This design comes from an exercise in tuning for small area on the open sky130 flow, not from production work. Where RTL was checked, it was by simulation tests only, not by an equivalence proof against the original. No functional check of the RTL was part of run 4. Power figures rest on the tool's default switching activity, not on a simulated workload.

`design/flow/constraint.sdc`:
```
create_clock -name core_clock -period 7.0 [get_ports {clk}]
set_input_delay 1.4000 -clock core_clock [delete_from_list [all_inputs] [get_ports {clk}]]
set_output_delay 1.4000 -clock core_clock [all_outputs]
set_load 0.01 [all_outputs]
```
`design/flow/config.mk`:
```
export PLATFORM = sky130hd
export DESIGN_NAME = snake_body_engine
export DESIGN_NICKNAME = snake_body_engine
export VERILOG_FILES = /design/flow/design.v
export SDC_FILE = /design/flow/constraint.sdc
export NUM_CORES = 4
export LEC_CHECK = 0
export CAP_MARGIN = 0
export CORE_MARGIN = 2
export CORE_UTILIZATION = 60.0
export CTS_BUF_LIST = sky130_fd_sc_hd__clkbuf_16
export CTS_CLUSTER_DIAMETER = 150
export CTS_CLUSTER_SIZE = 25
export PLACE_DENSITY = 0.7
export SLEW_MARGIN = 0
```
`design/flow/standard.sh`:
```
#!/bin/bash
# synth_recipe.tcl (not shown) runs the flow's synth.tcl, then flattens the netlist and writes it again
# the make line also repeats each setting of config.mk as NAME=value (left out here)
make -C /OpenROAD-flow-scripts/flow DESIGN_CONFIG=/design/flow/config.mk WORK_HOME=/design/flow/orfs CLKGATE_MAP_FILE= SYNTH_SCRIPT=/design/flow/synth_recipe.tcl "${@:-finish}"
```
`design/flow/flow/run.sh`:
```
#!/bin/bash
# The standard layout (standard.sh) with these changes:
#  - synthesis: the standard flow's synthesis script, with an area-oriented ABC mapping
#    script (flow/area_synth.tcl, flow/abc_area_relaxed.script),
#  - port buffers use the smallest buffer cell,
#  - clock tree synthesis adds no dummy loads, and uses smaller buffers
#    above the leaf level.
set -euo pipefail
WORK=$(pwd)
export BUFFER_PORTS_ARGS="-buffer_cell sky130_fd_sc_hd__buf_1"
export CTS_ARGS="-sink_clustering_enable -repair_clock_nets -dont_use_dummy_load -buf_list sky130_fd_sc_hd__clkbuf_16 -root_buf sky130_fd_sc_hd__clkbuf_8 -tree_buf sky130_fd_sc_hd__clkbuf_4 -sink_clustering_size 25 -sink_clustering_max_diameter 150"
export AREA_ABC_SCRIPT="$WORK/flow/abc_area_relaxed.script"
make -C "$FLOW_HOME" DESIGN_CONFIG="$WORK/config.mk" WORK_HOME="$WORK/orfs" CLKGATE_MAP_FILE= \
  SYNTH_SCRIPT="$WORK/flow/area_synth.tcl" synth > synth_flow.log 2>&1
bash standard.sh > standard_flow.log 2>&1
```
`design/flow/design.v`:
```
module snake_seg_match (
    input  logic [4:0] sx,
    input  logic [4:0] sy,
    input  logic [4:0] x,
    input  logic [4:0] y,
    output logic       eq
);
    assign eq = (sx == x) && (sy == y);
endmodule
module snake_body_engine #(
    parameter int GRID_W    = 40,
    parameter int GRID_H    = 30,
    parameter int XW        = 6,
    parameter int YW        = 5,
    parameter int MAX_LEN   = 64,
    parameter int INIT_LEN  = 3,
    parameter int WRAP_MODE = 0
) (
    input  logic                         clk,
    input  logic                         reset,
    input  logic                         start,
    input  logic                         tick,
    input  logic                         dir_valid,
    input  logic [1:0]                   dir_req,
    input  logic [XW-1:0]                food_x,
    input  logic [YW-1:0]                food_y,
    input  logic [XW-1:0]                query_x,
    input  logic [YW-1:0]                query_y,
    output logic [XW-1:0]                head_x,
    output logic [YW-1:0]                head_y,
    output logic [$clog2(MAX_LEN+1)-1:0] length,
    output logic                         ate,
    output logic                         game_over,
    output logic [1:0]                   over_cause,
    output logic                         query_hit,
    output logic                         query_head
);
    localparam int LW = $clog2(MAX_LEN + 1);
    localparam logic [1:0] DIR_UP     = 2'b00;
    localparam logic [1:0] DIR_DOWN   = 2'b01;
    localparam logic [1:0] DIR_LEFT   = 2'b10;
    localparam logic [1:0] DIR_RIGHT  = 2'b11;
    localparam logic [1:0] CAUSE_NONE = 2'd0;
    localparam logic [1:0] CAUSE_WALL = 2'd1;
    localparam logic [1:0] CAUSE_SELF = 2'd2;
    localparam logic [1:0] ST_IDLE    = 2'd0;
    localparam logic [1:0] ST_RUN     = 2'd1;
    localparam logic [1:0] ST_OVER    = 2'd2;
    logic [1:0]    state_r;
    logic [XW-1:0] hx_r;
    logic [YW-1:0] hy_r;
    logic [4:0]    s1x_r, s1y_r, s2x_r, s2y_r;
    logic [MAX_LEN-1:3][4:0] tx_r;
    logic [MAX_LEN-1:3][4:0] ty_r;
    logic [MAX_LEN-1:0][4:0] sx_r;
    logic [MAX_LEN-1:0][4:0] sy_r;
    assign sx_r = {tx_r, s2x_r, s1x_r, 5'd0};
    assign sy_r = {ty_r, s2y_r, s1y_r, 5'd0};
    logic [LW-1:0] len_r;
    logic [1:0]    heading_r;
    logic [1:0]    pending_r;
    logic          pending_valid_r;
    logic          ate_r, game_over_r, query_hit_r, query_head_r;
    logic [1:0]    cause_r;
    logic [1:0]    eff_dir_s, ref_dir_s;
    logic [XW-1:0] nx_s;
    logic [YW-1:0] ny_s;
    logic          wall_s, eat_s, self_s, step_s, move_s, restart_s, dir_accept_s;
    logic          q_hit_s, q_head_s;
    assign step_s    = tick && (state_r == ST_RUN);
    assign restart_s = start && (state_r != ST_RUN);
    assign eff_dir_s = pending_valid_r ? pending_r : heading_r;
    assign ref_dir_s = step_s ? eff_dir_s : heading_r;
    assign dir_accept_s = dir_valid && (dir_req != {ref_dir_s[1], ~ref_dir_s[0]});
    assign eat_s     = (nx_s == food_x) && (ny_s == food_y);
    assign move_s    = step_s && !wall_s && !self_s;
    always_comb begin
        nx_s   = hx_r;
        ny_s   = hy_r;
        wall_s = 1'b0;
        case (eff_dir_s)
            DIR_UP: begin
                ny_s   = hy_r - 5'd1;
                wall_s = (hy_r == 5'd0);
            end
            DIR_DOWN: begin
                ny_s   = hy_r + 5'd1;
                wall_s = (hy_r == 5'(GRID_H - 1));
            end
            DIR_LEFT: begin
                nx_s   = hx_r - 6'd1;
                wall_s = (hx_r == 6'd0);
            end
            default: begin
                nx_s   = hx_r + 6'd1;
                wall_s = (hx_r == 6'(GRID_W - 1));
            end
        endcase
    end
    logic [MAX_LEN-1:0] live_s;       
    logic [MAX_LEN-1:0] body_s;       
    logic [MAX_LEN-1:0] tail_s;       
    always_comb begin
        for (int k = 0; k < MAX_LEN; k++) begin
            live_s[k] = (LW'(k) < len_r);
            body_s[k] = (LW'(k + 1) < len_r);
            tail_s[k] = (LW'(k + 1) == len_r);
        end
    end
    logic [MAX_LEN-1:0] ceq_s;
    logic col_body_s, col_tail_s;
    genvar g;
    generate
        for (g = 0; g < MAX_LEN; g++) begin : g_col
            if ((g % 2 == 1) && (g >= 3)) begin : g_odd
                localparam int XB = (g + 1 < 8) ? 2 : (g + 1 < 16) ? 3 : (g + 1 < 32) ? 4 : 5;
                localparam int YB = (g + 1 < 8) ? 2 : (g + 1 < 16) ? 3 : 4;
                assign ceq_s[g] = (sx_r[g][XB-1:0] == nx_s[XB:1]) &&
                                  (sy_r[g][YB:0] == ny_s[YB:0]);
            end else begin : g_even
                assign ceq_s[g] = 1'b0;
            end
        end
    endgenerate
    assign col_body_s = 1'b0;
    assign col_tail_s = 1'b0;
    assign self_s     = |(ceq_s & (body_s | ({MAX_LEN{eat_s}} & tail_s)));
    logic [MAX_LEN-1:0] qeq_s;
    logic q_par_s, q_even_s, q_odd_s;
    generate
        for (g = 1; g < MAX_LEN; g++) begin : g_q
            snake_seg_match u_m (
                .sx(sx_r[g]), .sy(sy_r[g]), .x(query_x[5:1]), .y(query_y), .eq(qeq_s[g])
            );
        end
    endgenerate
    assign qeq_s[0] = 1'b0;
    assign q_par_s  = query_x[0] ^ query_y[0] ^ hx_r[0] ^ hy_r[0];
    always_comb begin
        q_even_s = 1'b0;
        q_odd_s  = 1'b0;
        for (int k = 0; k < MAX_LEN; k++) begin
            if (k % 2 == 0) q_even_s = q_even_s | (qeq_s[k] & live_s[k]);
            else            q_odd_s  = q_odd_s  | (qeq_s[k] & live_s[k]);
        end
    end
    assign q_head_s = (query_x == hx_r) && (query_y == hy_r);
    assign q_hit_s  = q_head_s || (q_par_s ? q_odd_s : q_even_s);
    always_ff @(posedge clk or negedge reset) begin
        if (!reset) begin
            state_r <= ST_IDLE;
        end else begin
            case (state_r)
                ST_IDLE: state_r <= start ? ST_RUN : ST_IDLE;
                ST_RUN:  state_r <= (step_s && (wall_s || self_s)) ? ST_OVER : ST_RUN;
                ST_OVER: state_r <= start ? ST_RUN : ST_OVER;
                default: state_r <= ST_IDLE;
            endcase
        end
    end
    always_ff @(posedge clk or negedge reset) begin
        if (!reset) begin
            hx_r            <= 6'(GRID_W / 2);
            hy_r            <= 5'(GRID_H / 2);
            s1x_r           <= 5'((GRID_W / 2 - 1) >> 1);
            s1y_r           <= 5'(GRID_H / 2);
            s2x_r           <= 5'((GRID_W / 2 - 2) >> 1);
            s2y_r           <= 5'(GRID_H / 2);
            len_r           <= LW'(INIT_LEN);
            heading_r       <= DIR_RIGHT;
            pending_r       <= DIR_RIGHT;
            pending_valid_r <= 1'b0;
            ate_r           <= 1'b0;
            game_over_r     <= 1'b0;
            cause_r         <= CAUSE_NONE;
        end else if (restart_s) begin
            hx_r            <= 6'(GRID_W / 2);
            hy_r            <= 5'(GRID_H / 2);
            s1x_r           <= 5'((GRID_W / 2 - 1) >> 1);
            s1y_r           <= 5'(GRID_H / 2);
            s2x_r           <= 5'((GRID_W / 2 - 2) >> 1);
            s2y_r           <= 5'(GRID_H / 2);
            len_r           <= LW'(INIT_LEN);
            heading_r       <= DIR_RIGHT;
            pending_r       <= DIR_RIGHT;
            pending_valid_r <= 1'b0;
            ate_r           <= 1'b0;
            game_over_r     <= 1'b0;
            cause_r         <= CAUSE_NONE;
        end else begin
            ate_r <= 1'b0;
            if (step_s) begin
                heading_r       <= eff_dir_s;
                pending_valid_r <= 1'b0;
            end
            if (dir_accept_s) begin
                pending_r       <= dir_req;
                pending_valid_r <= 1'b1;
            end
            if (step_s && (wall_s || self_s)) begin
                game_over_r <= 1'b1;
                cause_r     <= wall_s ? CAUSE_WALL : CAUSE_SELF;
            end
            if (move_s) begin
                hx_r    <= nx_s;
                hy_r    <= ny_s;
                s1x_r   <= hx_r[5:1];
                s1y_r   <= hy_r;
                s2x_r   <= s1x_r;
                s2y_r   <= s1y_r;
                ate_r   <= eat_s;
                if (eat_s && (len_r != LW'(MAX_LEN))) begin
                    len_r <= len_r + LW'(1);
                end
            end
        end
    end
    always_ff @(posedge clk) begin
        if (move_s) begin
            for (int k = 3; k < MAX_LEN; k++) begin
                tx_r[k] <= sx_r[k-1];
                ty_r[k] <= sy_r[k-1];
            end
        end
    end
    always_ff @(posedge clk or negedge reset) begin
        if (!reset) begin
            query_hit_r  <= 1'b0;
            query_head_r <= 1'b0;
        end else begin
            query_hit_r  <= q_hit_s;
            query_head_r <= q_head_s;
        end
    end
    assign head_x     = hx_r;
    assign head_y     = hy_r;
    assign length     = len_r;
    assign ate        = ate_r;
    assign game_over  = game_over_r;
    assign over_cause = cause_r;
    assign query_hit  = query_hit_r;
    assign query_head = query_head_r;
endmodule
```
`design/flow/flow/area_synth.tcl`:
```
proc synth {args} { yosys synth -nofsm -noshare {*}$args }
# The standard flow's synthesis script, with ABC's mapping script replaced by
# abc_area_relaxed.script (the speed script's passes with the delay target
# relaxed, and without ABC's own buffering and upsizing).
proc abc {args} {
  set i [lsearch -exact $args -script]
  if { $i >= 0 } { lset args [expr {$i + 1}] $::env(AREA_ABC_SCRIPT) }
  yosys abc {*}$args
}
source $::env(SCRIPTS_DIR)/synth.tcl
# left out here: clear keep_hierarchy, flatten, clean up, hide names made inside functions, write 1_2_yosys.v
```
`design/flow/flow/abc_area_relaxed.script`:
```
&get -n
&st
&dch
&nf -R 1000
&st
&syn2
&if -g -K 6
&synch2
&nf -R 1000
&st
&syn2
&if -g -K 6
&synch2
&nf -R 1000
&st
&syn2
&if -g -K 6
&synch2
&nf -R 1000
&st
&syn2
&if -g -K 6
&synch2
&nf -R 1000
&st
&syn2
&if -g -K 6
&synch2
&nf -R 1000
&put
topo
stime -c
dnsize -c
```
==> tab_implementation.tex, run 1 <==
\begin{tabular}{lr}
\hline
Metric & Value \\
\hline
\multicolumn{2}{l}{\textbf{STA}} \\
PnR worst setup slack & 352.9 ps \\
Worst-case headroom to the max-slew limit & 8.677\% \\
Share of the cycle needed by the critical path after routing & 94.96\% \\
Number of endpoints failing setup at the final stage & 0 \\
Final count of pins violating max slew & 0 \\
Transition time at the pin with the least slew margin & 1370 ps \\
Final worst path period need & 6647 ps \\
Number of hold violations in the final report & 0 \\
Maximum frequency from static timing analysis & 150.4 MHz \\
Clock skew & 46.01 ps \\
Final worst hold slack & 428.6 ps \\
RSZ-0062 raised after global routing & no \\
\multicolumn{2}{l}{\textbf{Global route}} \\
Maximum number of pins on one net before global-route repair & 216 \\
Remaining global-route overflow & 0 \\
Number of global-route vias before repair & 21,380 \\
Number of antenna violations at the first check in global routing & 0 \\
Wire length of the first global-routing pass & 148.7 mm \\
Overall global routing resource usage & 36.60\% \\
\multicolumn{2}{l}{\textbf{CTS}} \\
Post-cts repair resize count & 0 \\
Count of hold-fix buffers inserted at cts & 0 \\
Clock transition at the registers of the reported paths & 110 ps \\
Post-CTS Repair Setup Buffers & 0 \\
Htree depth & 1 \\
Maximum count of clock buffers along a single path & 3 \\
Clk root buf & clkbuf\_8 \\
Number of CTS-inserted buffers & 30 \\
Clock tree from TritonCTS & yes \\
Clock Latency Late Sink & 770 ps \\
Number of sinks on the clock net & 661 \\
\multicolumn{2}{l}{\textbf{Run}} \\
Number of max-capacitance violations reported & 0 \\
\multicolumn{2}{l}{\textbf{Route}} \\
Iteration-0 DRC count of the detailed router & 3,037 \\
Total routed wirelength & 103.3 mm \\
Number of vias per cell after detailed routing & 6.651 \\
Remaining number of nets flagged by the antenna check after routing & 0 \\
Via count & 21,860 \\
Routed met1 length & 41.05 mm \\
DRC violation count after routing & 0 \\
Number of search-and-repair iterations in the first detailed-routing pass & 5 \\
Met2 Routed Length & 47.03 mm \\
DR top layer & met4 \\
DR WL met3 & 11.31 mm \\
Detail-routed net length per standard cell & 31.42 microns \\
\multicolumn{2}{l}{\textbf{Setup path}} \\
Most Frequent Cell on Critical Path & nor4\_1 \\
End of the worst register-to-register path & hy\_r[3] \\
CP startpoint kind & flop \\
Setup crit start & pending\_valid\_r \\
Endpoint class of the critical path & flop \\
CP cell instances & mux2\_1, nor2\_4, fa\_1, mux2i\_4, buf\_4, buf\_4, xor2\_1, nand3\_1, nor4\_1, o2111ai\_1, nor4\_1, a21oi\_1, o22ai\_1, nor4\_1, o21ai\_1, nor3\_4, buf\_12, and2\_0, o21ai\_0 \\
CP peak stage delay & 740 ps \\
Slowest cell on the critical path & nor4\_1 \\
Largest fanout on the critical path & 215 \\
Required @ worst endpoint & 7700 ps \\
CP Data Arrival Time & 7350 ps \\
Endpoint of the most critical setup path & hy\_r[3] \\
Critical Setup Path Class & reg -> reg \\
R2r worst-path depth & 19 \\
FF-to-FF setup slack & 350 ps \\
Start of the worst register-to-register path & pending\_valid\_r \\
\multicolumn{2}{l}{\textbf{Floorplanning}} \\
Width of the chip & 237.6 microns \\
Io pins & 53 \\
Core Footprint & 53,920 sq um \\
Chip height & 237.6 microns \\
Starting utilization of the core area & 60.71\% \\
Die area & 56,440 sq um \\
Site row count & 85 \\
\multicolumn{2}{l}{\textbf{Logic synthesis}} \\
Syn\_area\_per\_cell & 13.52 sq um \\
Number of flops mapped to enable cells by yosys & 610 \\
Sequential cell area fraction in the yosys report & 59.95\% \\
Top FF cell, synth & edfxtp\_1 \\
Synthesis-stage register bit count & 661 \\
Biggest area contributors in the synthesized netlist & edfxtp\_1 (56\%), xnor2\_1 (13\%), xor2\_1 (12\%) \\
Share of synthesized registers carrying an async set or reset & 7.716\% \\
Share of Yosys cell area claimed by the top area cell type & 55.96\% \\
Cell taking the most area after synthesis & edfxtp\_1 \\
Number of standard cells after synthesis & 2,422 \\
Number of library cell types mapped by synthesis & 53 \\
Yosys Warn Count & 1 \\
Summed instance area of the synthesized netlist & 32,730 sq um \\
Nets in the synthesized netlist & 2,463 \\
\multicolumn{2}{l}{\textbf{Cells and area}} \\
Final-stage net count & 2,631 \\
Commonest cells after routing, fill and taps aside & edfxtp\_1 (610), xnor2\_1 (484), xor2\_1 (465), nor4\_1 (111), nand4\_1 (110) \\
Area delta synth->final & 8.501\% \\
Fraction of final layout cells with drive strength greater than 1 & 6.723\% \\
Most common cell after layout, fill and taps aside & edfxtp\_1 \\
\multicolumn{2}{l}{\textbf{Power}} \\
Max IR drop VDD & 0.0007718 V \\
Power density over the cells & 459.8 nW/um\^{}2 \\
Leakage dissipation & 10.84 nW \\
\multicolumn{2}{l}{\textbf{Placement}} \\
\# port buffers & 52 \\
Detailed-placement wirelength estimate & 70.38 mm \\
Final weighted congestion of routability-driven global placement & 0.9869 \\
Placement-stage worst setup slack & 698.6 ps \\
\multicolumn{2}{l}{\textbf{Hold path}} \\
Type of the tightest min-delay check & reg -> reg \\
\multicolumn{2}{l}{\textbf{Status}} \\
Result of the run & complete, no violations \\
\hline
\end{tabular}
-- worst max-delay path: cells and delay by family (launching register included) --
family	cells	cell delay (ps)
AO/OA/AOI/OAI	5	930
AND/OR/NAND/NOR	7	2160
XOR/XNOR	1	180
buffers and inverters	3	1150
adder cells (fa/ha/maj)	1	510
flip-flops	1	480
multiplexers	2	700
-- Yosys cell counts, types with 25 or more instances --
cell type,number
xnor2_1,486
o21ai_0,44
xor2_1,465
nand3_1,52
nand2_1,82
dfrtp_1,27
a31oi_1,30
edfxtp_1,610
nor4_1,111
mux2i_1,25
nand4_1,110
nor3_1,57
a21oi_1,63
nor2_1,63
-- power by group --
| part | internal, mW | total [mW] | leakage [nW] | switching [mW] |
|---|---|---|---|---|
| logic | 2.64 | 7.34 | 4.59 | 4.70 |
| registers | 6.03 | 7.09 | 5.90 | 1.06 |
| clock network | 0.719 | 1.90 | 0.354 | 1.18 |
| total | 9.39 | 16.3 | 10.8 | 6.94 |
-- routing by layer --
| layer | vias to the layer above | track usage [%] |
|---|---|---|
| met1 | 11060 | 51.86 |
| li1 | 9276 | - |
| met5 | - | 0 |
| met2 | 1312 | 57.29 |
| met3 | 213 | 7.096 |
| met4 | 0 | 12.12 |
-- flip-flops by register name, summed over array words and instances (netlist names) --
signal and flops:
hx_r 6, query_head_r 1, cause_r 2, heading_r 2, len_r 7, hy_r 5
pending_r 2, pending_valid_r 1, s1x_r 5, query_hit_r 1, tx_r 305, s1y_r 5
s2x_r 5, ate_r 1, ty_r 305, state_r 2, game_over_r 1, s2y_r 5
-- cell families (layout without fill, tap and decap cells) --
kind of cell / Yosys count / count (layout) / synth area share, %
DFF: 661 / 661 / 59.95
muxes: 27 / 27 / 0.8333
other: 0 / 3 / 0
AOI/OAI and AO/OA: 233 / 233 / 4.575
and+or+nand+nor: 522 / 522 / 8.509
adders and majority gates: 12 / 12 / 0.5046
buffers and inverters: 16 / 182 / 0.1835
xor gates and xnor gates: 951 / 951 / 25.45
-- per-stage QoR --
step           utilization [%]  instances  instance area (sq um)  TNS (ps)  total power, mW
2_1_floorplan                -       2422                  32930  -8720740            10.94
3_3_place_gp             64.52       3254                  34790         0            14.13
3_5_place_dp             64.52       3254                  34790         0            14.28
4_1_cts                  65.85       3284                  35510         0            16.16
5_1_grt                  65.85       3284                  35510         0            16.94
6_report                 65.87       3287                  35520         0            16.33
-- layout make-up --
cell class                 instances  area [sq um]
multi-input combinational       1745         13250
clock buffer                      30         716.9
timing repair buffer             136         977.2
sequential                       661         19630
antenna                            3         7.507
inverter                          16         65.06
tap                              696         870.8
fill                            3946         18400
-- worst min path at each step --
stage | from | end | slack (ps) | depth (start not counted)
2_1_floorplan | tx_r[96] | tx_r[101] | 450 | 0
3_3_place_gp | ty_r[27] | ty_r[32] | 450 | 0
3_5_place_dp | ty_r[126] | ty_r[131] | 450 | 0
4_1_cts | ty_r[7] | ty_r[12] | 430 | 0
5_1_grt | ty_r[7] | ty_r[12] | 440 | 0
6_report | ty_r[7] | ty_r[12] | 430 | 0
==> run 2, diff against run 1 <==
==> design/flow/flow/abc_area_relaxed.script (replaced) <==
&get -n
&st
&dc2
&dc2
&dc2
&dch
&nf -R 1000 -a -A 4 -C 32 -F 8
&put
topo
stime -c
dnsize -c
==> design/flow/flow/area_synth.tcl (replaced) <==
proc synth {args} { yosys synth -nofsm -noshare {*}$args }
# The standard flow's synthesis script, with ABC's mapping script replaced by
# abc_area_relaxed.script: an area-oriented mapping (delay target relaxed,
# no ABC buffering or upsizing); the layout's repair steps fix timing.
proc abc {args} {
  set i [lsearch -exact $args -script]
  if { $i >= 0 } { lset args [expr {$i + 1}] $::env(AREA_ABC_SCRIPT) }
  yosys abc {*}$args
}
source $::env(SCRIPTS_DIR)/synth.tcl
# left out here: clear keep_hierarchy, flatten, clean up, hide names made inside functions, write 1_2_yosys.v
==> tab_implementation.tex, run 2 <==
\begin{tabular}{lr}
\hline
Metric & Value \\
\hline
\multicolumn{2}{l}{\textbf{Placement}} \\
Detailed-placement wirelength estimate & 74.78 mm \\
\# port buffers & 52 \\
Final weighted congestion of routability-driven global placement & 0.9901 \\
Placement-stage worst setup slack & 368.4 ps \\
\multicolumn{2}{l}{\textbf{STA}} \\
Clock skew & 47.26 ps \\
Final worst path period need & 6734 ps \\
PnR worst setup slack & 265.7 ps \\
Worst-case headroom to the max-slew limit & 19.70\% \\
Final worst hold slack & 458.0 ps \\
Transition time at the pin with the least slew margin & 1194 ps \\
Share of the cycle needed by the critical path after routing & 96.20\% \\
RSZ-0062 raised after global routing & no \\
Final count of pins violating max slew & 0 \\
Setup total negative slack & 0 ps \\
Number of hold violations in the final report & 0 \\
Maximum frequency from static timing analysis & 148.5 MHz \\
Number of endpoints failing setup at the final stage & 0 \\
\multicolumn{2}{l}{\textbf{Logic synthesis}} \\
Cell taking the most area after synthesis & edfxtp\_1 \\
Yosys Warn Count & 1 \\
Biggest area contributors in the synthesized netlist & edfxtp\_1 (58\%), xor2\_1 (8.6\%), xnor2\_1 (4.9\%) \\
Syn\_area\_per\_cell & 13.56 sq um \\
Top FF cell, synth & edfxtp\_1 \\
Number of library cell types mapped by synthesis & 61 \\
Sequential cell area fraction in the yosys report & 62.45\% \\
Summed instance area of the synthesized netlist & 31,420 sq um \\
Number of standard cells after synthesis & 2,318 \\
Share of synthesized registers carrying an async set or reset & 7.716\% \\
Share of Yosys cell area claimed by the top area cell type & 58.29\% \\
Most frequently used cell type in the post-synthesis netlist & edfxtp\_1 \\
Nets in the synthesized netlist & 2,359 \\
Synth cell count leaders & edfxtp\_1 (610), xor2\_1 (308), xnor2\_1 (175) \\
Number of flops mapped to enable cells by yosys & 610 \\
Synthesis-stage register bit count & 661 \\
\multicolumn{2}{l}{\textbf{Route}} \\
DRC violation count after routing & 0 \\
Number of vias per cell after detailed routing & 7.696 \\
Number of search-and-repair iterations in the first detailed-routing pass & 9 \\
Remaining number of nets flagged by the antenna check after routing & 0 \\
Via count & 24,450 \\
Detail-routed net length per standard cell & 35.36 microns \\
Iteration-0 DRC count of the detailed router & 3,955 \\
Total routed wirelength & 112.3 mm \\
\multicolumn{2}{l}{\textbf{Global route}} \\
Maximum number of pins on one net before global-route repair & 154 \\
Remaining global-route overflow & 0 \\
Wire length of the first global-routing pass & 161.7 mm \\
Overall global routing resource usage & 41.56\% \\
Number of global-route vias before repair & 23,670 \\
Number of antenna violations at the first check in global routing & 7 \\
\multicolumn{2}{l}{\textbf{CTS}} \\
Post-cts repair resize count & 0 \\
Number of sinks on the clock net & 661 \\
Clock transition at the registers of the reported paths & 100 ps \\
Maximum count of clock buffers along a single path & 3 \\
Post-CTS Repair Setup Buffers & 0 \\
Htree depth & 1 \\
Count of hold-fix buffers inserted at cts & 0 \\
Clock tree from TritonCTS & yes \\
Clock Latency Late Sink & 780 ps \\
Number of CTS-inserted buffers & 30 \\
Clk root buf & clkbuf\_8 \\
\multicolumn{2}{l}{\textbf{Setup path}} \\
Endpoint class of the critical path & flop \\
CP startpoint kind & flop \\
CP Data Arrival Time & 7130 ps \\
Required @ worst endpoint & 7390 ps \\
Critical Setup Path Class & reg -> reg \\
Largest fanout on the critical path & 142 \\
\multicolumn{2}{l}{\textbf{Cells and area}} \\
Area delta synth->final & 9.644\% \\
Fraction of final layout cells with drive strength greater than 1 & 7.902\% \\
Most common cell after layout, fill and taps aside & edfxtp\_1 \\
Leading registers by flop count & tx\_r: 305 flops, ty\_r: 305 flops, len\_r: 7 flops \\
Final-stage net count & 2,536 \\
Commonest cells after routing, fill and taps aside & edfxtp\_1 (610), xor2\_1 (307), xnor2\_1 (172), o22ai\_1 (124), clkinv\_1 (87) \\
\multicolumn{2}{l}{\textbf{Floorplanning}} \\
Starting utilization of the core area & 61.01\% \\
Io pins & 53 \\
Die area & 54,220 sq um \\
Chip height & 232.9 microns \\
Site row count & 83 \\
Core Footprint & 51,510 sq um \\
Width of the chip & 232.9 microns \\
\multicolumn{2}{l}{\textbf{Hold path}} \\
Type of the tightest min-delay check & reg -> reg \\
\multicolumn{2}{l}{\textbf{Run}} \\
Number of max-capacitance violations reported & 0 \\
\multicolumn{2}{l}{\textbf{Status}} \\
Result of the run & complete, no violations \\
\multicolumn{2}{l}{\textbf{Power}} \\
Power density over the cells & 459.8 nW/um\^{}2 \\
Leakage dissipation & 10.65 nW \\
Max IR drop VDD & 0.0008805 V \\
\hline
\end{tabular}
run 2: cell count changes in the layout (fill, tap and decap cells not counted), sizes merged, moves of 26 or more:
cell / before / now
o22ai: 12 / 124
xor2: 465 / 308
nor3: 57 / 22
clkinv: 16 / 89
o2111ai: 12 / 49
o221ai: 1 / 33
xnor2: 486 / 175
o2bb2ai: 0 / 38
a2111oi: 20 / 48
a22o: 1 / 34
nand4: 110 / 47
a221oi: 4 / 77
a222oi: 0 / 26
run 2: path summary, 6_finish.rpt:
check	startpoint	to	slack [ps]	cells past startpoint
setup / recovery	pending_valid_r	ty_r[237]	270	20
hold reg to reg	ty_r[117]	ty_r[122]	460	0
setup reg to reg	pending_valid_r	ty_r[237]	270	20
hold / removal	ty_r[117]	ty_r[122]	460	0
max in group asynchronous	reset	ate_r	5760	2
min in group asynchronous	reset	s2y_r[4]	750	2
run 2: layout make-up:
class,count,area (sq um)
antenna,4,10.01
inverter,98,374.1
tap,680,850.8
clock buffer,30,716.9
sequential,661,19620
timing repair buffer,145,1169
fill,3771,17060
multi-input combinational,1559,11710
run 2: critical path, cell delays in order (launching register included):
cell,delay (ps)
dfrtp_1,460
mux2i_1,440
nor2b_4,340
ha_1,270
a21o_1,170
a21oi_1,230
o21bai_1,90
a21oi_1,200
mux2i_2,380
xor2_4,270
xnor2_2,160
a2111oi_4,130
nand3_1,270
nor3_1,80
o221ai_1,180
o21ai_0,170
nor4_1,410
nand3_1,250
nor4_4,650
clkbuf_16,470
buf_16,500
run 2: cell families after synthesis:
kind of cell	count (synthesis)	share of synthesized area [%]
AOI/OAI and AO/OA	674	15.96
adders and majority gates	12	0.5256
DFF	661	62.45
xor gates and xnor gates	483	13.46
and+or+nand+nor	383	6.211
muxes	7	0.2230
buffers and inverters	98	1.171
run 2: power by group:
group | switching [mW] | internal [mW]
clock | 1.19 | 0.719
sequential | 1.07 | 5.77
combinational | 4.63 | 2.47
total | 6.88 | 8.96
run 2: metrics by stage:
stage / total power [mW] / std cells / util (%) / area [sq um]
final: 15.84 / 3177 / 66.89 / 34450
after global placement: 13.49 / 3142 / 65.40 / 33680
after detailed placement: 13.66 / 3142 / 65.40 / 33680
after global routing: 16.36 / 3174 / 66.87 / 34450
after floorplan: 10.57 / 2318 / - / 31640
after CTS: 15.53 / 3172 / 66.79 / 34400
run 2: layer usage:
metal	vias to the layer above	routed length [microns]	track usage, %
li1	9780	-	-
met1	12090	39930	55.09
met2	2042	48180	61.25
met3	529	16090	12.50
met4	8	8088	23.53
met5	-	46	0
==> run 3, diff against run 2 <==
==> design/flow/flow/abc_area_relaxed.script (replaced) <==
&get -n
&st
&dc2
&dch
&nf -R 1000 -a -A 4 -C 32 -F 8
&put
topo
stime -c
dnsize -c
==> tab_implementation.tex, run 3 <==
\begin{tabular}{lr}
\hline
Metric & Value \\
\hline
\multicolumn{2}{l}{\textbf{Status}} \\
Result of the run & complete, no violations \\
\multicolumn{2}{l}{\textbf{CTS}} \\
Htree depth & 1 \\
Clk root buf & clkbuf\_8 \\
Maximum count of clock buffers along a single path & 3 \\
Number of CTS-inserted buffers & 30 \\
Clock transition at the registers of the reported paths & 100 ps \\
Number of sinks on the clock net & 661 \\
Clock Latency Late Sink & 780 ps \\
Count of hold-fix buffers inserted at cts & 0 \\
Clock tree from TritonCTS & yes \\
\multicolumn{2}{l}{\textbf{Logic synthesis}} \\
Synth cell count leaders & edfxtp\_1 (610), xor2\_1 (291), xnor2\_1 (214) \\
Syn\_area\_per\_cell & 13.60 sq um \\
Adder-Cell Fraction of Synth Area & 0.5249\% \\
Top FF cell, synth & edfxtp\_1 \\
Biggest area contributors in the synthesized netlist & edfxtp\_1 (58\%), xor2\_1 (8.1\%), xnor2\_1 (6.0\%) \\
Number of flops mapped to enable cells by yosys & 610 \\
Number of standard cells after synthesis & 2,314 \\
Synthesis-stage register bit count & 661 \\
Mux contribution to synthesized area & 0.1909\% \\
Dominant combinational cell family by area after synthesis & compound AO/OA/AOI/OAI gates \\
Share of synthesized registers carrying an async set or reset & 7.716\% \\
Nets in the synthesized netlist & 2,355 \\
Simple-gate share of the synthesized area & 6.204\% \\
Most frequently used cell type in the post-synthesis netlist & edfxtp\_1 \\
Yosys Warn Count & 1 \\
Area fraction in compound gates after synthesis & 15.67\% \\
Number of library cell types mapped by synthesis & 61 \\
Sequential cell area fraction in the yosys report & 62.37\% \\
Summed instance area of the synthesized netlist & 31,460 sq um \\
Cell taking the most area after synthesis & edfxtp\_1 \\
Share of the synthesized netlist area taken by xor and xnor gates & 14.06\% \\
Share of Yosys cell area claimed by the top area cell type & 58.22\% \\
\multicolumn{2}{l}{\textbf{Floorplanning}} \\
Width of the chip & 233.0 microns \\
Core Footprint & 51,610 sq um \\
Io pins & 53 \\
Starting utilization of the core area & 60.96\% \\
Chip height & 233.0 microns \\
Die area & 54,280 sq um \\
Site row count & 83 \\
\multicolumn{2}{l}{\textbf{Global route}} \\
Wire length of the first global-routing pass & 150.7 mm \\
Remaining global-route overflow & 0 \\
Number of antenna violations at the first check in global routing & 6 \\
Overall global routing resource usage & 38.28\% \\
Maximum number of pins on one net before global-route repair & 152 \\
Number of global-route vias before repair & 22,720 \\
\multicolumn{2}{l}{\textbf{STA}} \\
Final worst hold slack & 434.2 ps \\
Number of hold violations in the final report & 0 \\
Number of endpoints failing setup at the final stage & 0 \\
Clock skew & 41.58 ps \\
Final worst path period need & 6535 ps \\
Worst-case headroom to the max-slew limit & 8.850\% \\
Share of the cycle needed by the critical path after routing & 93.35\% \\
Transition time at the pin with the least slew margin & 1363 ps \\
RSZ-0062 raised after global routing & no \\
Maximum frequency from static timing analysis & 153.0 MHz \\
Final count of pins violating max slew & 0 \\
\multicolumn{2}{l}{\textbf{Setup path}} \\
Required @ worst endpoint & 7450 ps \\
Start of the worst register-to-register path & pending\_valid\_r \\
FF-to-FF setup slack & 470 ps \\
CP bufs+invs & 3 \\
CP cell instances & mux2i\_2, nor2b\_4, ha\_1, a21o\_1, a21oi\_1, nor2b\_1, o21a\_1, o31ai\_1, xnor2\_4, and2\_0, nor3\_4, buf\_4, nand4b\_1, nand3\_1, a31oi\_1, o221ai\_1, or4\_1, nor4\_2, and3\_4, buf\_12, buf\_12 \\
Endpoint class of the critical path & flop \\
Most Frequent Cell on Critical Path & buf\_12 \\
Largest fanout on the critical path & 88 \\
CP startpoint kind & flop \\
CP Data Arrival Time & 6980 ps \\
R2r worst-path depth & 21 \\
Critical Setup Path Class & reg -> reg \\
CP peak stage delay & 510 ps \\
Slowest cell on the critical path & or4\_1 \\
End of the worst register-to-register path & ty\_r[249] \\
Critical path's top delay family & simple AND/OR/NAND/NOR gates \\
Setup crit start & pending\_valid\_r \\
\multicolumn{2}{l}{\textbf{Route}} \\
Detail-routed net length per standard cell & 32.97 microns \\
Iteration-0 DRC count of the detailed router & 3,912 \\
Total routed wirelength & 104.1 mm \\
Remaining number of nets flagged by the antenna check after routing & 0 \\
Via count & 23,780 \\
Number of vias per cell after detailed routing & 7.536 \\
DRC violation count after routing & 0 \\
Number of search-and-repair iterations in the first detailed-routing pass & 9 \\
\multicolumn{2}{l}{\textbf{Hold path}} \\
Worst hold endpoint & tx\_r[182] \\
Type of the tightest min-delay check & reg -> reg \\
Worst hold path depth & 0 \\
Hold path startpoint & tx\_r[177] \\
\multicolumn{2}{l}{\textbf{Cells and area}} \\
Commonest cells after routing, fill and taps aside & edfxtp\_1 (610), xor2\_1 (291), xnor2\_1 (211), o22ai\_1 (123), a21oi\_1 (95) \\
Leading registers by flop count & tx\_r: 305 flops, ty\_r: 305 flops, len\_r: 7 flops \\
Filler instances & 3,699 \\
Final std cells w/o fill & 3,156 \\
Final core utilization & 66.18\% \\
Fraction of final layout cells with drive strength greater than 1 & 6.834\% \\
Final-stage net count & 2,516 \\
Most common cell after layout, fill and taps aside & edfxtp\_1 \\
Area delta synth->final & 8.566\% \\
\multicolumn{2}{l}{\textbf{Power}} \\
Power density over the cells & 455.6 nW/um\^{}2 \\
Leakage dissipation & 10.41 nW \\
Max IR drop VDD & 0.001165 V \\
\multicolumn{2}{l}{\textbf{Placement}} \\
\# port buffers & 52 \\
Detailed-placement wirelength estimate & 68.91 mm \\
Final weighted congestion of routability-driven global placement & 1.029 \\
Placed insts & 3,122 \\
\multicolumn{2}{l}{\textbf{Run}} \\
Number of max-capacitance violations reported & 0 \\
\hline
\end{tabular}
-- run 3: changes by cell type in the layout (fill, tap and decap cells not counted), moves of 13 or more --
cell,delta
o2111ai_1,-13
xor2_1,-16
xnor2_1,+39
a21oi_1,+13
a22o_1,-14
-- run 3: report_power, final --
part	internal (mW)	leakage, nW	switching, mW	total [mW]
Combinational	2.21	3.98	4.46	6.67
Clock	0.719	0.354	1.19	1.91
Sequential	5.90	6.08	1.09	6.99
Total	8.83	10.4	6.73	15.6
-- run 3: cells by family after synthesis --
group / Yosys count
muxes: 6
DFF: 661
and+or+nand+nor: 375
xor gates and xnor gates: 505
buffers and inverters: 82
AOI/OAI and AO/OA: 673
adders and majority gates: 12
-- run 3: per-stage QoR --
| stage | instance area [sq um] | power [mW] | setup WS (ps) | setup TNS, ps |
|---|---|---|---|---|
| floorplan | 31630 | 10.93 | -5694 | -1920480 |
| detailed placement | 33420 | 13.46 | 339.9 | 0 |
| global route | 34150 | 16.11 | 0.9122 | 0 |
| CTS | 34140 | 15.33 | 303.5 | 0 |
| global placement | 33420 | 13.26 | 663.8 | 0 |
| finish | 34160 | 15.56 | 465.4 | 0 |
-- run 3: what timing repair did --
action,CTS,global route
setup buffers,0,1
setup endpoints to repair,0,189
resized for setup,0,2
-- run 3: how the worst max path moves through the flow --
stage                            to  depth (start not counted)
after floorplan            len_r[5]                         26
after global placement     s2x_r[0]                         23
after detailed placement   s2y_r[1]                         23
after CTS                  s2y_r[1]                         23
after global routing       len_r[6]                         25
final                     ty_r[249]                         21
-- run 3: layout make-up --
class,count,area [sq um],share of cell area [%]
sequential,661,19620,57.45
multi-input combinational,1571,11750,34.38
timing repair buffer,129,905.9,2.652
tap,680,850.8,2.491
inverter,82,307.8,0.9011
antenna,3,7.507,0.02198
clock buffer,30,716.9,2.099
-- run 3: layer usage --
metal	vias up	global-route usage (%)	wire length (microns)
met3	375	8.554	14510
met2	1994	57.29	45730
met1	11700	53.45	38100
li1	9708	-	-
met5	-	0	37
met4	6	18.15	5676
==> run 4, diff against run 3 <==
--- a/design/flow/design.v
+++ b/design/flow/design.v
@@ -58,8 +58,7 @@
     assign sy_r = {ty_r, s2y_r, s1y_r, 5'd0};
     logic [LW-1:0] len_r;
     logic [1:0]    heading_r;
-    logic [1:0]    pending_r;
-    logic          pending_valid_r;
+    logic [1:0]    eff_dir_r;
     logic          ate_r, game_over_r, query_hit_r, query_head_r;
     logic [1:0]    cause_r;
     logic [1:0]    eff_dir_s, ref_dir_s;
@@ -69,7 +68,7 @@
     logic          q_hit_s, q_head_s;
     assign step_s    = tick && (state_r == ST_RUN);
     assign restart_s = start && (state_r != ST_RUN);
-    assign eff_dir_s = pending_valid_r ? pending_r : heading_r;
+    assign eff_dir_s = eff_dir_r;
     assign ref_dir_s = step_s ? eff_dir_s : heading_r;
     assign dir_accept_s = dir_valid && (dir_req != {ref_dir_s[1], ~ref_dir_s[0]});
     assign eat_s     = (nx_s == food_x) && (ny_s == food_y);
@@ -168,8 +167,7 @@
             s2y_r           <= 5'(GRID_H / 2);
             len_r           <= LW'(INIT_LEN);
             heading_r       <= DIR_RIGHT;
-            pending_r       <= DIR_RIGHT;
-            pending_valid_r <= 1'b0;
+            eff_dir_r       <= DIR_RIGHT;
             ate_r           <= 1'b0;
             game_over_r     <= 1'b0;
             cause_r         <= CAUSE_NONE;
@@ -182,8 +180,7 @@
             s2y_r           <= 5'(GRID_H / 2);
             len_r           <= LW'(INIT_LEN);
             heading_r       <= DIR_RIGHT;
-            pending_r       <= DIR_RIGHT;
-            pending_valid_r <= 1'b0;
+            eff_dir_r       <= DIR_RIGHT;
             ate_r           <= 1'b0;
             game_over_r     <= 1'b0;
             cause_r         <= CAUSE_NONE;
@@ -191,11 +188,9 @@
             ate_r <= 1'b0;
             if (step_s) begin
                 heading_r       <= eff_dir_s;
-                pending_valid_r <= 1'b0;
             end
             if (dir_accept_s) begin
-                pending_r       <= dir_req;
-                pending_valid_r <= 1'b1;
+                eff_dir_r       <= dir_req;
             end
             if (step_s && (wall_s || self_s)) begin
                 game_over_r <= 1'b1;
==> tab_implementation.tex, run 4 <==
\begin{tabular}{lr}
\hline
Metric & Value \\
\hline
\multicolumn{2}{l}{\textbf{Logic synthesis}} \\
Nets in the synthesized netlist & 2,400 \\
Synthesis-stage register bit count & 660 \\
Synth cell count leaders & edfxtp\_1 (610), xor2\_1 (360), xnor2\_1 (222) \\
Share of Yosys cell area claimed by the top area cell type & 58.07\% \\
Syn\_area\_per\_cell & 13.37 sq um \\
Biggest area contributors in the synthesized netlist & edfxtp\_1 (58\%), xor2\_1 (10\%), xnor2\_1 (6.2\%) \\
Top FF cell, synth & edfxtp\_1 \\
Share of synthesized registers carrying an async set or reset & 7.576\% \\
Summed instance area of the synthesized netlist & 31,540 sq um \\
Number of standard cells after synthesis & 2,359 \\
Yosys Warn Count & 1 \\
Number of library cell types mapped by synthesis & 51 \\
Most frequently used cell type in the post-synthesis netlist & edfxtp\_1 \\
Number of flops mapped to enable cells by yosys & 610 \\
Sequential cell area fraction in the yosys report & 62.14\% \\
Cell taking the most area after synthesis & edfxtp\_1 \\
\multicolumn{2}{l}{\textbf{Power}} \\
Power density over the cells & 428.0 nW/um\^{}2 \\
Leakage dissipation & 10.41 nW \\
Max IR drop VDD & 0.0005119 V \\
\multicolumn{2}{l}{\textbf{Setup path}} \\
Start of the worst register-to-register path & eff\_dir\_r[1] \\
End of the worst register-to-register path & tx\_r[148] \\
R2r worst-path depth & 19 \\
CP startpoint kind & flop \\
Critical Setup Path Class & reg -> reg \\
Endpoint class of the critical path & flop \\
CP Data Arrival Time & 6810 ps \\
FF-to-FF setup slack & 600 ps \\
Required @ worst endpoint & 7410 ps \\
Largest fanout on the critical path & 81 \\
\multicolumn{2}{l}{\textbf{Hold path}} \\
Worst hold endpoint & tx\_r[303] \\
Worst hold path depth & 0 \\
Type of the tightest min-delay check & reg -> reg \\
Hold path startpoint & tx\_r[298] \\
\multicolumn{2}{l}{\textbf{Global route}} \\
Number of global-route vias before repair & 22,150 \\
Wire length of the first global-routing pass & 149.8 mm \\
Number of antenna violations at the first check in global routing & 3 \\
Maximum number of pins on one net before global-route repair & 160 \\
Overall global routing resource usage & 38.06\% \\
Remaining global-route overflow & 0 \\
\multicolumn{2}{l}{\textbf{STA}} \\
Number of hold violations in the final report & 0 \\
Clock skew & 46.50 ps \\
Maximum frequency from static timing analysis & 156.3 MHz \\
RSZ-0062 raised after global routing & no \\
Final count of pins violating max slew & 0 \\
Final worst path period need & 6398 ps \\
Number of endpoints failing setup at the final stage & 0 \\
Share of the cycle needed by the critical path after routing & 91.40\% \\
Transition time at the pin with the least slew margin & 1271 ps \\
Worst-case headroom to the max-slew limit & 15.03\% \\
Setup total negative slack & 0 ps \\
\multicolumn{2}{l}{\textbf{CTS}} \\
Post-cts repair resize count & 0 \\
Post-CTS Repair Setup Buffers & 0 \\
Clock transition at the registers of the reported paths & 110 ps \\
Htree depth & 1 \\
Clock Latency Late Sink & 770 ps \\
Count of hold-fix buffers inserted at cts & 0 \\
Number of sinks on the clock net & 660 \\
Maximum count of clock buffers along a single path & 3 \\
Clk root buf & clkbuf\_8 \\
Clock tree from TritonCTS & yes \\
Number of CTS-inserted buffers & 30 \\
\multicolumn{2}{l}{\textbf{Route}} \\
DR top layer & met5 \\
Via count & 23,250 \\
Met2 Routed Length & 47.30 mm \\
Iteration-0 DRC count of the detailed router & 3,563 \\
Remaining number of nets flagged by the antenna check after routing & 0 \\
Total routed wirelength & 103.9 mm \\
DR WL met3 & 12.57 mm \\
Detail-routed net length per standard cell & 32.55 microns \\
DRC violation count after routing & 0 \\
Routed met1 length & 38.49 mm \\
Number of search-and-repair iterations in the first detailed-routing pass & 6 \\
Number of vias per cell after detailed routing & 7.282 \\
\multicolumn{2}{l}{\textbf{Cells and area}} \\
Non-Filler Cell Area, Final & 34,220 sq um \\
Area delta synth->final & 8.477\% \\
Most common cell after layout, fill and taps aside & edfxtp\_1 \\
Multi-input gate area & 11,800 sq um \\
Leading registers by flop count & tx\_r: 305 flops, ty\_r: 305 flops, len\_r: 7 flops \\
Commonest cells after routing, fill and taps aside & edfxtp\_1 (610), xor2\_1 (359), xnor2\_1 (220), a21oi\_1 (120), o22ai\_1 (113) \\
Register cell area after layout & 19,600 sq um \\
Filler instances & 3,761 \\
Final std cells w/o fill & 3,193 \\
Final-stage net count & 2,547 \\
Fraction of final layout cells with drive strength greater than 1 & 6.350\% \\
\multicolumn{2}{l}{\textbf{Placement}} \\
Instance area at placement & 33,500 sq um \\
Detailed-placement wirelength estimate & 66.52 mm \\
Placed insts & 3,162 \\
Final weighted congestion of routability-driven global placement & 0.9754 \\
\# port buffers & 52 \\
\multicolumn{2}{l}{\textbf{Status}} \\
Result of the run & complete, no violations \\
\multicolumn{2}{l}{\textbf{Floorplanning}} \\
Width of the chip & 233.3 microns \\
Core Footprint & 52,240 sq um \\
Die area & 54,420 sq um \\
Starting utilization of the core area & 60.38\% \\
Chip height & 233.3 microns \\
Io pins & 53 \\
Site row count & 84 \\
\multicolumn{2}{l}{\textbf{Run}} \\
Number of max-capacitance violations reported & 0 \\
\hline
\end{tabular}
-- run 4: changes by cell type after synthesis, sizes merged, moves of 8 or more --
cell	previous run	this run
clkinv	82	99
xnor2	214	222
o21ai	67	75
o221ai	42	24
nand4	51	92
a221o	21	4
a21oi	97	127
xor2	291	360
o2111ai	36	25
o22ai	123	113
o2bb2ai	42	23
a221oi	78	52
-- run 4: layout make-up --
cell class | count | share of cell area [%]
antenna | 1 | 0.007314
sequential | 660 | 57.29
timing repair buffer | 115 | 2.483
multi-input combinational | 1600 | 34.48
inverter | 99 | 1.126
clock buffer | 30 | 2.095
tap | 688 | 2.516
-- run 4: worst max path at each step --
stage / startpoint / end
detailed placement: eff_dir_r[1] / ty_r[148]
global route: eff_dir_r[1] / tx_r[142]
global placement: eff_dir_r[1] / ty_r[148]
floorplan: eff_dir_r[1] / hx_r[2]
CTS: eff_dir_r[1] / ty_r[146]
finish: eff_dir_r[1] / tx_r[148]
-- run 4: stage by stage --
stage	setup WS [ps]	util, %	hold WS, ps	power [mW]
after floorplan	-18790	-	434.9	10.05
after global placement	898.0	64.13	440.6	12.42
after detailed placement	775.5	64.13	441.2	12.63
after CTS	796.6	65.50	457.5	14.48
after global routing	233.8	65.50	471.1	15.19
final	602.2	65.50	460.7	14.65
-- run 4: cells by family (layout without fill, tap and decap cells) --
family	Yosys count	in the layout	synth area share, %
compound gates	609	609	13.38
xor+xnor	582	582	16.16
flops	660	660	62.14
fa+ha+maj	12	12	0.5236
other cells	0	1	0
buf+inv	99	244	1.178
simple gates	395	395	6.553
mux	2	2	0.06347
-- run 4: routing by layer --
metal  vias to the layer above  track usage [%]
li1                       9612                -
met1                     11520            52.42
met2                      1807            59.26
met3                       306            6.494
met4                         2            18.05
met5                         -                0
-- run 4: report_power, final --
group	switching, mW	leakage (nW)	internal [mW]
Sequential	1.13	5.95	6.02
Combinational	3.74	4.11	1.84
Clock	1.18	0.354	0.719
Total	6.06	10.4	8.59
-- run 4: worst max-delay path, stage by stage, from the launching register on --
cell and delay (ps):
dfstp_4 800, clkinv_8 160, nor2_4 170, ha_1 260
a21o_1 180, a21oi_1 240, o21bai_1 90, a21oi_1 180
o21ai_0 90, a21oi_1 340, xnor2_4 100, xnor2_1 250
nor3_4 180, a21oi_1 340, nor3_1 180, nor4_1 580
nand3_1 330, nor3_4 560, buf_12 440, buf_4 510

## afterwards: timing with drivers on the ports
Ports are ideal in the flow. The routed layouts listed here were re-timed in OpenROAD.
Step 1, drivers: a clkbuf_16 drives clk and a buf_2 each remaining input, both assumed.
Step 2, shift: input delay + t, output delay - t, t = (earliest + latest rising clock arrival at the registers) / 2. This alone moves slack from input paths to output paths.
Slacks: ideal ports / drivers / drivers and shift; pairs: ideal ports / drivers.
run	shift t [ns]	setup WS [ns]	worst setup path at the end	slew at the worst register clock pin (ns)
run 1	0.815	0.353 / 0.353 / 0.353	register to register	0.11 / 0.11
run 2	0.818	0.266 / 0.266 / 0.266	register to register	0.11 / 0.11
run 3	0.828	0.465 / 0.465 / 0.465	register to register	0.11 / 0.11
run 4	0.810	0.602 / 0.602 / 0.602	register to register	0.11 / 0.11
After both steps every run listed still meets setup and hold.
